What follows belongs to an exercise in optimizing a design on an open flow for small area; a production flow would make more cautious choices.
In this exercise RTL edits were held to simulation tests only and were not proved equivalent to the original.

$ cat flow/design.v
package core_cfg_pkg;
    localparam int xlen_c = 64;
    localparam int inst_w_c = 32;
    localparam int reg_addr_w_c = 5;
    localparam logic [xlen_c-1:0] reset_pc_c = '0;
    localparam logic [inst_w_c-1:0] nop_inst_c = 32'h0000_0013;
endpackage
package rv_isa_pkg;
    typedef enum logic [6:0] {
        OP     = 7'b0110011,
        OP_IMM = 7'b0010011,
        BRANCH = 7'b1100011,
        JAL    = 7'b1101111,
        STORE  = 7'b0100011
    } opcode_e;
    typedef enum logic [2:0] {
        F3_ADD_SUB = 3'b000,
        F3_XOR     = 3'b100,
        F3_OR      = 3'b110,
        F3_AND     = 3'b111
    } alu_f3_e;
    typedef enum logic [2:0] {
        F3_BEQ = 3'b000,
        F3_BNE = 3'b001
    } br_f3_e;
    typedef enum logic [2:0] {
        F3_SD = 3'b011
    } st_f3_e;
    localparam logic [6:0] f7_base_c = 7'b0000000;
    localparam logic [6:0] f7_sub_c  = 7'b0100000;
    typedef enum logic [2:0] {
        ALU_ADD,
        ALU_SUB,
        ALU_AND,
        ALU_OR,
        ALU_XOR
    } alu_op_e;
    typedef enum logic [1:0] {
        BR_NONE,
        BR_EQ,
        BR_NE,
        BR_JUMP
    } br_kind_e;
endpackage
import core_cfg_pkg::*;
module inst_fetch (
    input  logic                                clk,
    input  logic                                rst_n_i,
    input  logic                                jump_en_i,
    input  logic [core_cfg_pkg::xlen_c-1:0]     jump_addr_i,
    input  logic [core_cfg_pkg::inst_w_c-1:0]   if_inst_i,
    output logic [core_cfg_pkg::xlen_c-1:0]     if_inst_addr_o,
    output logic [core_cfg_pkg::inst_w_c-1:0]   id_inst_o,
    output logic [core_cfg_pkg::xlen_c-1:0]     id_pc_o
);
    logic [xlen_c-1:0] pc_q;
    assign if_inst_addr_o = pc_q;
    always_ff @(posedge clk) begin
        if (!rst_n_i) begin
            pc_q <= reset_pc_c;
        end else if (jump_en_i) begin
            pc_q <= jump_addr_i;
        end else begin
            pc_q <= pc_q + xlen_c'(4);
        end
    end
    always_ff @(posedge clk) begin
        if (!rst_n_i || jump_en_i) begin
            id_inst_o <= nop_inst_c;
        end else begin
            id_inst_o <= if_inst_i;
        end
    end
    always_ff @(posedge clk) begin
        id_pc_o <= pc_q;
    end
endmodule
import core_cfg_pkg::*;
import rv_isa_pkg::*;
module inst_decode (
    input  logic                                    clk,
    input  logic                                    rst_n_i,
    input  logic                                    flush_i,
    input  logic [core_cfg_pkg::inst_w_c-1:0]       inst_i,
    input  logic [core_cfg_pkg::xlen_c-1:0]         pc_i,
    output logic [core_cfg_pkg::reg_addr_w_c-1:0]   rs1_addr_o,
    output logic [core_cfg_pkg::reg_addr_w_c-1:0]   rs2_addr_o,
    input  logic [core_cfg_pkg::xlen_c-1:0]         rs1_data_i,
    input  logic [core_cfg_pkg::xlen_c-1:0]         rs2_data_i,
    output logic [core_cfg_pkg::xlen_c-1:0]         ex_pc_o,
    output logic [core_cfg_pkg::xlen_c-1:0]         ex_op1_o,
    output logic [core_cfg_pkg::xlen_c-1:0]         ex_op2_o,
    output logic [core_cfg_pkg::xlen_c-1:0]         ex_imm_o,
    output rv_isa_pkg::alu_op_e                     ex_alu_op_o,
    output rv_isa_pkg::br_kind_e                    ex_br_kind_o,
    output logic [core_cfg_pkg::reg_addr_w_c-1:0]   ex_rd_addr_o,
    output logic                                    ex_reg_wen_o,
    output logic                                    ex_store_o
);
    logic [reg_addr_w_c-1:0] rd_addr;
    logic [2:0]              funct3;
    logic [6:0]              funct7;
    logic [xlen_c-1:0]       imm_i_ext;
    logic [xlen_c-1:0]       imm_s_ext;
    logic [xlen_c-1:0]       imm_b_ext;
    logic [xlen_c-1:0]       imm_j_ext;
    logic [xlen_c-1:0]       imm;
    logic [xlen_c-1:0]       op2;
    rv_isa_pkg::alu_op_e                 alu_op;
    rv_isa_pkg::br_kind_e                br_kind;
    logic                    reg_wen;
    logic                    store;
    assign rd_addr    = inst_i[11:7];
    assign funct3     = inst_i[14:12];
    assign rs1_addr_o = inst_i[19:15];
    assign rs2_addr_o = inst_i[24:20];
    assign funct7     = inst_i[31:25];
    assign imm_i_ext = {{52{inst_i[31]}}, inst_i[31:20]};
    assign imm_s_ext = {{52{inst_i[31]}}, inst_i[31:25], inst_i[11:7]};
    assign imm_b_ext = {{51{inst_i[31]}}, inst_i[31], inst_i[7], inst_i[30:25],
                        inst_i[11:8], 1'b0};
    assign imm_j_ext = {{43{inst_i[31]}}, inst_i[31], inst_i[19:12], inst_i[20],
                        inst_i[30:21], 1'b0};
    always_comb begin
        alu_op  = ALU_ADD;
        br_kind = BR_NONE;
        imm     = imm_i_ext;
        op2     = rs2_data_i;
        reg_wen = 1'b0;
        store   = 1'b0;
        case (inst_i[6:0])
            OP: begin
                reg_wen = (funct7 == f7_base_c) ||
                          (funct7 == f7_sub_c && funct3 == F3_ADD_SUB);
                case (funct3)
                    F3_ADD_SUB: alu_op = funct7[5] ? ALU_SUB : ALU_ADD;
                    F3_XOR:     alu_op = ALU_XOR;
                    F3_OR:      alu_op = ALU_OR;
                    F3_AND:     alu_op = ALU_AND;
                    default:    reg_wen = 1'b0;
                endcase
            end
            OP_IMM: begin
                reg_wen = (funct3 == F3_ADD_SUB);
                op2     = imm_i_ext;
            end
            BRANCH: begin
                imm = imm_b_ext;
                if (funct3 == F3_BEQ) begin
                    br_kind = BR_EQ;
                end else if (funct3 == F3_BNE) begin
                    br_kind = BR_NE;
                end
            end
            JAL: begin
                imm     = imm_j_ext;
                br_kind = BR_JUMP;
                reg_wen = 1'b1;
            end
            STORE: begin
                imm   = imm_s_ext;
                store = (funct3 == F3_SD);
            end
            default: ;
        endcase
        if (rd_addr == '0) begin
            reg_wen = 1'b0;
        end
    end
    always_ff @(posedge clk) begin
        if (!rst_n_i || flush_i) begin
            ex_reg_wen_o <= 1'b0;
            ex_store_o   <= 1'b0;
            ex_br_kind_o <= BR_NONE;
        end else begin
            ex_reg_wen_o <= reg_wen;
            ex_store_o   <= store;
            ex_br_kind_o <= br_kind;
        end
    end
    always_ff @(posedge clk) begin
        ex_pc_o      <= pc_i;
        ex_op1_o     <= rs1_data_i;
        ex_op2_o     <= op2;
        ex_imm_o     <= imm;
        ex_alu_op_o  <= alu_op;
        ex_rd_addr_o <= rd_addr;
    end
endmodule
import core_cfg_pkg::*;
module reg_bypass (
    input  logic                                    clk,
    input  logic                                    rst_n_i,
    input  logic [core_cfg_pkg::reg_addr_w_c-1:0]   rs1_addr_i,
    input  logic [core_cfg_pkg::reg_addr_w_c-1:0]   rs2_addr_i,
    output logic [core_cfg_pkg::xlen_c-1:0]         rs1_data_o,
    output logic [core_cfg_pkg::xlen_c-1:0]         rs2_data_o,
    input  logic [core_cfg_pkg::reg_addr_w_c-1:0]   ex_rd_addr_i,
    input  logic [core_cfg_pkg::xlen_c-1:0]         ex_rd_data_i,
    input  logic                                    ex_reg_wen_i,
    input  logic [core_cfg_pkg::reg_addr_w_c-1:0]   mem_rd_addr_i,
    input  logic [core_cfg_pkg::xlen_c-1:0]         mem_rd_data_i,
    input  logic                                    mem_reg_wen_i,
    input  logic [core_cfg_pkg::reg_addr_w_c-1:0]   wb_rd_addr_i,
    input  logic [core_cfg_pkg::xlen_c-1:0]         wb_rd_data_i,
    input  logic                                    wb_reg_wen_i
);
    logic [xlen_c-1:0] regs_q [31:1];
    always_ff @(posedge clk) begin
        if (!rst_n_i) begin
            for (int i = 1; i < 32; i++) begin
                regs_q[i] <= '0;
            end
        end else if (wb_reg_wen_i) begin
            regs_q[wb_rd_addr_i] <= wb_rd_data_i;
        end
    end
    function automatic logic [xlen_c-1:0] read_port(input logic [reg_addr_w_c-1:0] addr);
        if (addr == '0) begin
            read_port = '0;
        end else if (ex_reg_wen_i && ex_rd_addr_i == addr) begin
            read_port = ex_rd_data_i;
        end else if (mem_reg_wen_i && mem_rd_addr_i == addr) begin
            read_port = mem_rd_data_i;
        end else if (wb_reg_wen_i && wb_rd_addr_i == addr) begin
            read_port = wb_rd_data_i;
        end else begin
            read_port = regs_q[addr];
        end
    endfunction
    always_comb begin
        rs1_data_o = read_port(rs1_addr_i);
        rs2_data_o = read_port(rs2_addr_i);
    end
endmodule
import core_cfg_pkg::*;
import rv_isa_pkg::*;
module execute (
    input  logic                                    clk,
    input  logic                                    rst_n_i,
    input  logic [core_cfg_pkg::xlen_c-1:0]         pc_i,
    input  logic [core_cfg_pkg::xlen_c-1:0]         op1_i,
    input  logic [core_cfg_pkg::xlen_c-1:0]         op2_i,
    input  logic [core_cfg_pkg::xlen_c-1:0]         imm_i,
    input  rv_isa_pkg::alu_op_e                     alu_op_i,
    input  rv_isa_pkg::br_kind_e                    br_kind_i,
    input  logic [core_cfg_pkg::reg_addr_w_c-1:0]   rd_addr_i,
    input  logic                                    reg_wen_i,
    input  logic                                    store_i,
    output logic                                    jump_en_o,
    output logic [core_cfg_pkg::xlen_c-1:0]         jump_addr_o,
    output logic [core_cfg_pkg::xlen_c-1:0]         rd_data_o,
    output logic [core_cfg_pkg::reg_addr_w_c-1:0]   rd_addr_o,
    output logic                                    reg_wen_o,
    output logic [core_cfg_pkg::xlen_c-1:0]         mem_rd_data_o,
    output logic [core_cfg_pkg::reg_addr_w_c-1:0]   mem_rd_addr_o,
    output logic                                    mem_reg_wen_o,
    output logic                                    mem_store_o,
    output logic [core_cfg_pkg::xlen_c-1:0]         mem_waddr_o,
    output logic [core_cfg_pkg::xlen_c-1:0]         mem_wdata_o
);
    logic [xlen_c-1:0] alu_res;
    always_comb begin
        case (alu_op_i)
            ALU_SUB: alu_res = op1_i - op2_i;
            ALU_AND: alu_res = op1_i & op2_i;
            ALU_OR:  alu_res = op1_i | op2_i;
            ALU_XOR: alu_res = op1_i ^ op2_i;
            default: alu_res = op1_i + op2_i;
        endcase
    end
    always_comb begin
        case (br_kind_i)
            BR_EQ:   jump_en_o = (op1_i == op2_i);
            BR_NE:   jump_en_o = (op1_i != op2_i);
            BR_JUMP: jump_en_o = 1'b1;
            default: jump_en_o = 1'b0;
        endcase
    end
    assign jump_addr_o = pc_i + imm_i;
    assign rd_data_o = (br_kind_i == BR_JUMP) ? pc_i + xlen_c'(4) : alu_res;
    assign rd_addr_o = rd_addr_i;
    assign reg_wen_o = reg_wen_i;
    always_ff @(posedge clk) begin
        if (!rst_n_i) begin
            mem_reg_wen_o <= 1'b0;
            mem_store_o   <= 1'b0;
        end else begin
            mem_reg_wen_o <= reg_wen_i;
            mem_store_o   <= store_i;
        end
    end
    always_ff @(posedge clk) begin
        mem_rd_data_o <= rd_data_o;
        mem_rd_addr_o <= rd_addr_i;
        mem_waddr_o   <= op1_i + imm_i;
        mem_wdata_o   <= op2_i;
    end
endmodule
module mem_wb (
    input  logic                                    clk,
    input  logic                                    rst_n_i,
    input  logic                                    store_i,
    input  logic [core_cfg_pkg::xlen_c-1:0]         waddr_i,
    input  logic [core_cfg_pkg::xlen_c-1:0]         wdata_i,
    input  logic [core_cfg_pkg::xlen_c-1:0]         rd_data_i,
    input  logic [core_cfg_pkg::reg_addr_w_c-1:0]   rd_addr_i,
    input  logic                                    reg_wen_i,
    output logic                                    mem_wen_o,
    output logic [core_cfg_pkg::xlen_c-1:0]         mem_waddr_o,
    output logic [core_cfg_pkg::xlen_c-1:0]         mem_wdata_o,
    output logic [core_cfg_pkg::xlen_c-1:0]         wb_rd_data_o,
    output logic [core_cfg_pkg::reg_addr_w_c-1:0]   wb_rd_addr_o,
    output logic                                    wb_reg_wen_o
);
    assign mem_wen_o   = store_i;
    assign mem_waddr_o = waddr_i;
    assign mem_wdata_o = wdata_i;
    always_ff @(posedge clk) begin
        if (!rst_n_i) begin
            wb_reg_wen_o <= 1'b0;
        end else begin
            wb_reg_wen_o <= reg_wen_i;
        end
    end
    always_ff @(posedge clk) begin
        wb_rd_data_o <= rd_data_i;
        wb_rd_addr_o <= rd_addr_i;
    end
endmodule
import core_cfg_pkg::*;
import rv_isa_pkg::*;
module core (
    input  logic                                clk,
    input  logic                                rst_n_i,
    input  logic [core_cfg_pkg::inst_w_c-1:0]   if_inst_i,
    output logic [core_cfg_pkg::xlen_c-1:0]     if_inst_addr_o,
    output logic                                mem_wen_o,
    output logic [core_cfg_pkg::xlen_c-1:0]     mem_waddr_o,
    output logic [core_cfg_pkg::xlen_c-1:0]     mem_wdata_o
);
    logic [inst_w_c-1:0]     id_inst;
    logic [xlen_c-1:0]       id_pc;
    logic [reg_addr_w_c-1:0] rs1_addr;
    logic [reg_addr_w_c-1:0] rs2_addr;
    logic [xlen_c-1:0]       rs1_data;
    logic [xlen_c-1:0]       rs2_data;
    logic [xlen_c-1:0]       ex_pc;
    logic [xlen_c-1:0]       ex_op1;
    logic [xlen_c-1:0]       ex_op2;
    logic [xlen_c-1:0]       ex_imm;
    rv_isa_pkg::alu_op_e                 ex_alu_op;
    rv_isa_pkg::br_kind_e                ex_br_kind;
    logic [reg_addr_w_c-1:0] ex_rd_addr;
    logic                    ex_reg_wen;
    logic                    ex_store;
    logic                    jump_en;
    logic [xlen_c-1:0]       jump_addr;
    logic [xlen_c-1:0]       fwd_rd_data;
    logic [reg_addr_w_c-1:0] fwd_rd_addr;
    logic                    fwd_reg_wen;
    logic [xlen_c-1:0]       mem_rd_data;
    logic [reg_addr_w_c-1:0] mem_rd_addr;
    logic                    mem_reg_wen;
    logic                    mem_store;
    logic [xlen_c-1:0]       mem_st_addr;
    logic [xlen_c-1:0]       mem_st_data;
    logic [xlen_c-1:0]       wb_rd_data;
    logic [reg_addr_w_c-1:0] wb_rd_addr;
    logic                    wb_reg_wen;
    inst_fetch inst_fetch_inst (
        .clk            ( clk            ),
        .rst_n_i        ( rst_n_i        ),
        .jump_en_i      ( jump_en        ),
        .jump_addr_i    ( jump_addr      ),
        .if_inst_i      ( if_inst_i      ),
        .if_inst_addr_o ( if_inst_addr_o ),
        .id_inst_o      ( id_inst        ),
        .id_pc_o        ( id_pc          )
    );
    inst_decode inst_decode_inst (
        .clk          ( clk        ),
        .rst_n_i      ( rst_n_i    ),
        .flush_i      ( jump_en    ),
        .inst_i       ( id_inst    ),
        .pc_i         ( id_pc      ),
        .rs1_addr_o   ( rs1_addr   ),
        .rs2_addr_o   ( rs2_addr   ),
        .rs1_data_i   ( rs1_data   ),
        .rs2_data_i   ( rs2_data   ),
        .ex_pc_o      ( ex_pc      ),
        .ex_op1_o     ( ex_op1     ),
        .ex_op2_o     ( ex_op2     ),
        .ex_imm_o     ( ex_imm     ),
        .ex_alu_op_o  ( ex_alu_op  ),
        .ex_br_kind_o ( ex_br_kind ),
        .ex_rd_addr_o ( ex_rd_addr ),
        .ex_reg_wen_o ( ex_reg_wen ),
        .ex_store_o   ( ex_store   )
    );
    reg_bypass reg_bypass_inst (
        .clk           ( clk         ),
        .rst_n_i       ( rst_n_i     ),
        .rs1_addr_i    ( rs1_addr    ),
        .rs2_addr_i    ( rs2_addr    ),
        .rs1_data_o    ( rs1_data    ),
        .rs2_data_o    ( rs2_data    ),
        .ex_rd_addr_i  ( fwd_rd_addr ),
        .ex_rd_data_i  ( fwd_rd_data ),
        .ex_reg_wen_i  ( fwd_reg_wen ),
        .mem_rd_addr_i ( mem_rd_addr ),
        .mem_rd_data_i ( mem_rd_data ),
        .mem_reg_wen_i ( mem_reg_wen ),
        .wb_rd_addr_i  ( wb_rd_addr  ),
        .wb_rd_data_i  ( wb_rd_data  ),
        .wb_reg_wen_i  ( wb_reg_wen  )
    );
    execute execute_inst (
        .clk           ( clk         ),
        .rst_n_i       ( rst_n_i     ),
        .pc_i          ( ex_pc       ),
        .op1_i         ( ex_op1      ),
        .op2_i         ( ex_op2      ),
        .imm_i         ( ex_imm      ),
        .alu_op_i      ( ex_alu_op   ),
        .br_kind_i     ( ex_br_kind  ),
        .rd_addr_i     ( ex_rd_addr  ),
        .reg_wen_i     ( ex_reg_wen  ),
        .store_i       ( ex_store    ),
        .jump_en_o     ( jump_en     ),
        .jump_addr_o   ( jump_addr   ),
        .rd_data_o     ( fwd_rd_data ),
        .rd_addr_o     ( fwd_rd_addr ),
        .reg_wen_o     ( fwd_reg_wen ),
        .mem_rd_data_o ( mem_rd_data ),
        .mem_rd_addr_o ( mem_rd_addr ),
        .mem_reg_wen_o ( mem_reg_wen ),
        .mem_store_o   ( mem_store   ),
        .mem_waddr_o   ( mem_st_addr ),
        .mem_wdata_o   ( mem_st_data )
    );
    mem_wb mem_wb_inst (
        .clk          ( clk         ),
        .rst_n_i      ( rst_n_i     ),
        .store_i      ( mem_store   ),
        .waddr_i      ( mem_st_addr ),
        .wdata_i      ( mem_st_data ),
        .rd_data_i    ( mem_rd_data ),
        .rd_addr_i    ( mem_rd_addr ),
        .reg_wen_i    ( mem_reg_wen ),
        .mem_wen_o    ( mem_wen_o   ),
        .mem_waddr_o  ( mem_waddr_o ),
        .mem_wdata_o  ( mem_wdata_o ),
        .wb_rd_data_o ( wb_rd_data  ),
        .wb_rd_addr_o ( wb_rd_addr  ),
        .wb_reg_wen_o ( wb_reg_wen  )
    );
endmodule
$ cat flow/constraint.sdc
create_clock -name core_clock -period 5.5 [get_ports {clk}]
set_input_delay 1.1000 -clock core_clock [delete_from_list [all_inputs] [get_ports {clk}]]
set_output_delay 1.1000 -clock core_clock [all_outputs]
set_load 0.01 [all_outputs]
$ cat flow/run.sh
#!/bin/bash
# synth_recipe.tcl (not shown) runs the flow's synth.tcl, then flattens the netlist and writes it again
# the make line also repeats each setting of config.mk as NAME=value (left out here)
make -C /OpenROAD-flow-scripts/flow DESIGN_CONFIG=/design/flow/config.mk WORK_HOME=/design/flow/orfs CLKGATE_MAP_FILE= SYNTH_SCRIPT=/design/flow/synth_recipe.tcl finish
$ cat flow/config.mk
export PLATFORM = sky130hd
export DESIGN_NAME = core
export DESIGN_NICKNAME = core
export VERILOG_FILES = /design/flow/design.v
export SDC_FILE = /design/flow/constraint.sdc
export NUM_CORES = 4
export LEC_CHECK = 0
export CAP_MARGIN = 20
export CORE_MARGIN = 2
export CORE_UTILIZATION = 40
export SLEW_MARGIN = 20
==> results.cfg <==
[status]
status = finished clean

[floorplan]
die_h_um = 611
dieArea_um2 = 374000
top_level_ports = 227
start_util = 0.401
fp.coreArea_um2 = 368000
rows = 223
die-width_um = 611

[synthesis]
synthMuxAreaShare = 0.205
yosys.area_share.adder = 0.0278
syn_inst = 11368
synth-edff-count = 2048
avgSynthCellArea_um2 = 13.0
yosysSeqAreaShare = 0.505
yosys_register_bits = 2702
synth_top_family_by_area = multiplexers
ys_types = 98
async_reset_ff_frac = 0
synth-main-ff-cell = edfxtp_1
synth_area_um2 = 148000
synthesis.nets = 11725
yosysWarnings = 5
synth_simple_gate_area_frac = 0.134
synth-compound-area-share = 0.0769
synthXorXnorAreaFrac = 0.0172

[critical_path]
regToRegEndpoint = inst_decode_inst.ex_op2_o[55]
cp-end-kind = flip-flop
reg2reg_from = inst_decode_inst.ex_op1_o[1]
crit_type = reg2reg
rr_worst_depth = 13
path_max_fanout = 7
cp.required_ns = 6.26
startpoint_type = flip-flop
r2r_slack_ns = 0.60
worstPathArrival_ns = 5.66

[pwr]
ir_worst_vdd_v = 0.000245
p_per_area_nw_per_um2 = 340
total_power_w = 0.0570
p_leak_nw = 60.5

[global_routing]
grt.total_usage = 0.326
grt_max_degree = 86
grt_overflow = 0
grt_pass1_vias = 104627
antenna_found_initial = 71
grt_pass1_wl_mm = 852

[layout]
final_nets = 11719
fin_area_um2 = 168000
largest_reg_flops = 2048
area_delta_synth_final_pct = 13.6
final_cell_mix = edfxtp_1 (2048), and2_1 (2022), mux4_2 (1280), dfxtp_1 (611), nor2_1 (528)
regMostFlops = reg_bypass_inst.regs_q
final_common_cell = edfxtp_1
drive_gt1_frac = 0.206

[clocking]
cts_buffers = 306
insertion_delay_ns = 0.96
cts_resized = 0
clk_transition_reported_paths_ns = 0.06
cts_max_path_buffers = 4
hold_buffers = 0
htree_levels = 5
postCtsSetupBuffers = 0
clkSinkCount = 2702
cts_tree = yes
root_buffer = clkbuf_16

[sta]
slew_violations = 0
setup-violations-final = 0
period_needed_ns = 4.90
fin_skew_ns = 0.0630
finalHoldViolCount = 0
max_freq_mhz = 204
fin_ws_ns = 0.596
final.period_utilization = 0.892
worst_pin_slew_ns = 1.35
maxSlewHeadroom = 0.0956
grt_setup_unrepaired = no
holdWs_ns = 0.320

[hold_path]
min_path_type = reg2reg
hold_path_end = inst_decode_inst.ex_pc_o[24]
hp-start = inst_fetch_inst.id_pc_o[24]
holdPathStages = 0

[routing]
drt_first_pass_iters = 6
wl_per_cell_um = 37.6
vias_per_cell = 6.53
ant_nets = 0
vias = 107444
first_iter_violations = 17047
drt-total-wl_mm = 620
drc = 0

[placement]
place_congestion = 1.03
hpwl_mm = 396
port_buffers = 226
preCtsSetupSlack_ns = 0.686
place_area_um2 = 158000

[flow_run]
cap_viol_max_count = 0
[power breakdown]
| part | total, W | internal, W | switching, W |
|---|---|---|---|
| logic | 0.00992 | 0.00375 | 0.00617 |
| registers | 0.0261 | 0.0233 | 0.00282 |
| clock network | 0.0210 | 0.0120 | 0.00904 |
| total | 0.0570 | 0.0390 | 0.0180 |
[final cells by class]
cell class / count / area, um2
Fill cell: 32390 / 200000
Clock buffer: 387 / 8280
Sequential cell: 2702 / 74700
Tap cell: 4837 / 6050
Inverter: 304 / 1140
Antenna cell: 29 / 72.6
Clock inverter: 158 / 1700
Multi-Input combinational cell: 7368 / 68800
Timing Repair Buffer: 680 / 6910
[per-layer routing]
| metal | routed length [um] | track usage |
|---|---|---|
| met5 | 123 | 0 |
| met2 | 280000 | 0.505 |
| met3 | 72900 | 0.0806 |
| met1 | 228000 | 0.421 |
| met4 | 39300 | 0.178 |
[critical path, cell delays in order, from the launching register on]
cell      delay (ns)
dfxtp_1         0.44
inv_1           0.16
ha_1            0.40
nor2_1          0.19
o221ai_1        0.21
a21oi_1         0.43
o21ai_0         0.38
a211oi_1        0.81
nor2_1          0.15
buf_4           0.23
o31ai_1         0.49
o21ai_0         0.18
a311oi_1        0.44
o221ai_1        0.19
[cells in the mapped netlist (all sizes together), types with 28 or more instances]
library cell,instances,area share
o21bai,53,0.0027
a22oi,31,0.0016
o211ai,45,0.0023
o22ai,45,0.0019
edfxtp,2048,0.42
nand4,82,0.0035
mux2i,143,0.0097
o21ai,398,0.014
o21a,28,0.0014
dfxtp,654,0.089
nand2b,36,0.0015
xnor2,159,0.0094
and2,2024,0.086
nor2b,41,0.0017
mux4,1280,0.20
o221ai,50,0.0030
nand3,103,0.0035
nor3,77,0.0026
ha,319,0.027
nor4,49,0.0022
o31ai,39,0.0022
and3,83,0.0035
a211oi,182,0.0093
buf,189,0.0051
nand2,407,0.010
a21oi,515,0.017
a21o,110,0.0056
xor2,130,0.0077
a31oi,39,0.0017
inv,301,0.0077
clkbuf,805,0.020
nor2,566,0.014
[cell families after synthesis]
logic type      after synthesis
simple gates               3565
mux                        1427
compound gates             1761
fa+ha+maj                   326
xor+xnor                    289
buf+inv                    1298
flops                      2702
[through the flow]
stage	cells	utilization	setup TNS, ns
2_1_floorplan	11368	-	-2419.89
3_3_place_gp	15887	0.428	0
3_5_place_dp	15891	0.428	0
4_1_cts	16436	0.455	0
5_1_grt	16440	0.455	0
6_report	16465	0.456	0
[how the worst max path moves through the flow]
stage | startpoint | to | slack (ns) | cells after the start
floorplan | rst_n_i | reg_bypass_inst.regs_q[28][0] | -1.68 | 6
global placement | inst_decode_inst.ex_op1_o[28] | inst_decode_inst.ex_op2_o[40] | 0.36 | 14
detailed placement | inst_decode_inst.ex_imm_o[20] | inst_fetch_inst.pc_q[62] | 0.69 | 14
CTS | inst_decode_inst.ex_imm_o[20] | inst_fetch_inst.pc_q[60] | 0.63 | 14
global route | inst_decode_inst.ex_op1_o[28] | inst_decode_inst.ex_op1_o[46] | 0.41 | 13
finish | inst_decode_inst.ex_op1_o[1] | inst_decode_inst.ex_op2_o[55] | 0.60 | 13

==> static timing again, ports no longer ideal <==
The flow's constraints put no driver on any port. The routed layout listed below was extracted and timed again, unchanged, in two steps. Step 1: set_driving_cell puts a clkbuf_16 on clk and a buf_2 on each other input, an assumption about the parent block. Step 2 adds t to the input delays and takes it off the output delays; t is the mean of the earliest and latest rising clock arrival at the registers after step 1. Input paths then give back, and output paths get back, about the clock's delay inside the block. Slacks: ideal / step 1 / step 2; pairs: ideal / step 1.
t (ns): 1.030
setup slack, ns: 0.596 / 0.596 / 0.596
hold slack, ns: 0.320 / 0.320 / 0.320
pins driven straight from the clock port: 1
After both steps setup and hold are still met in this run. The setup slack of this run moves by 0.000 ns with the drivers and by 0.000 ns with both steps.
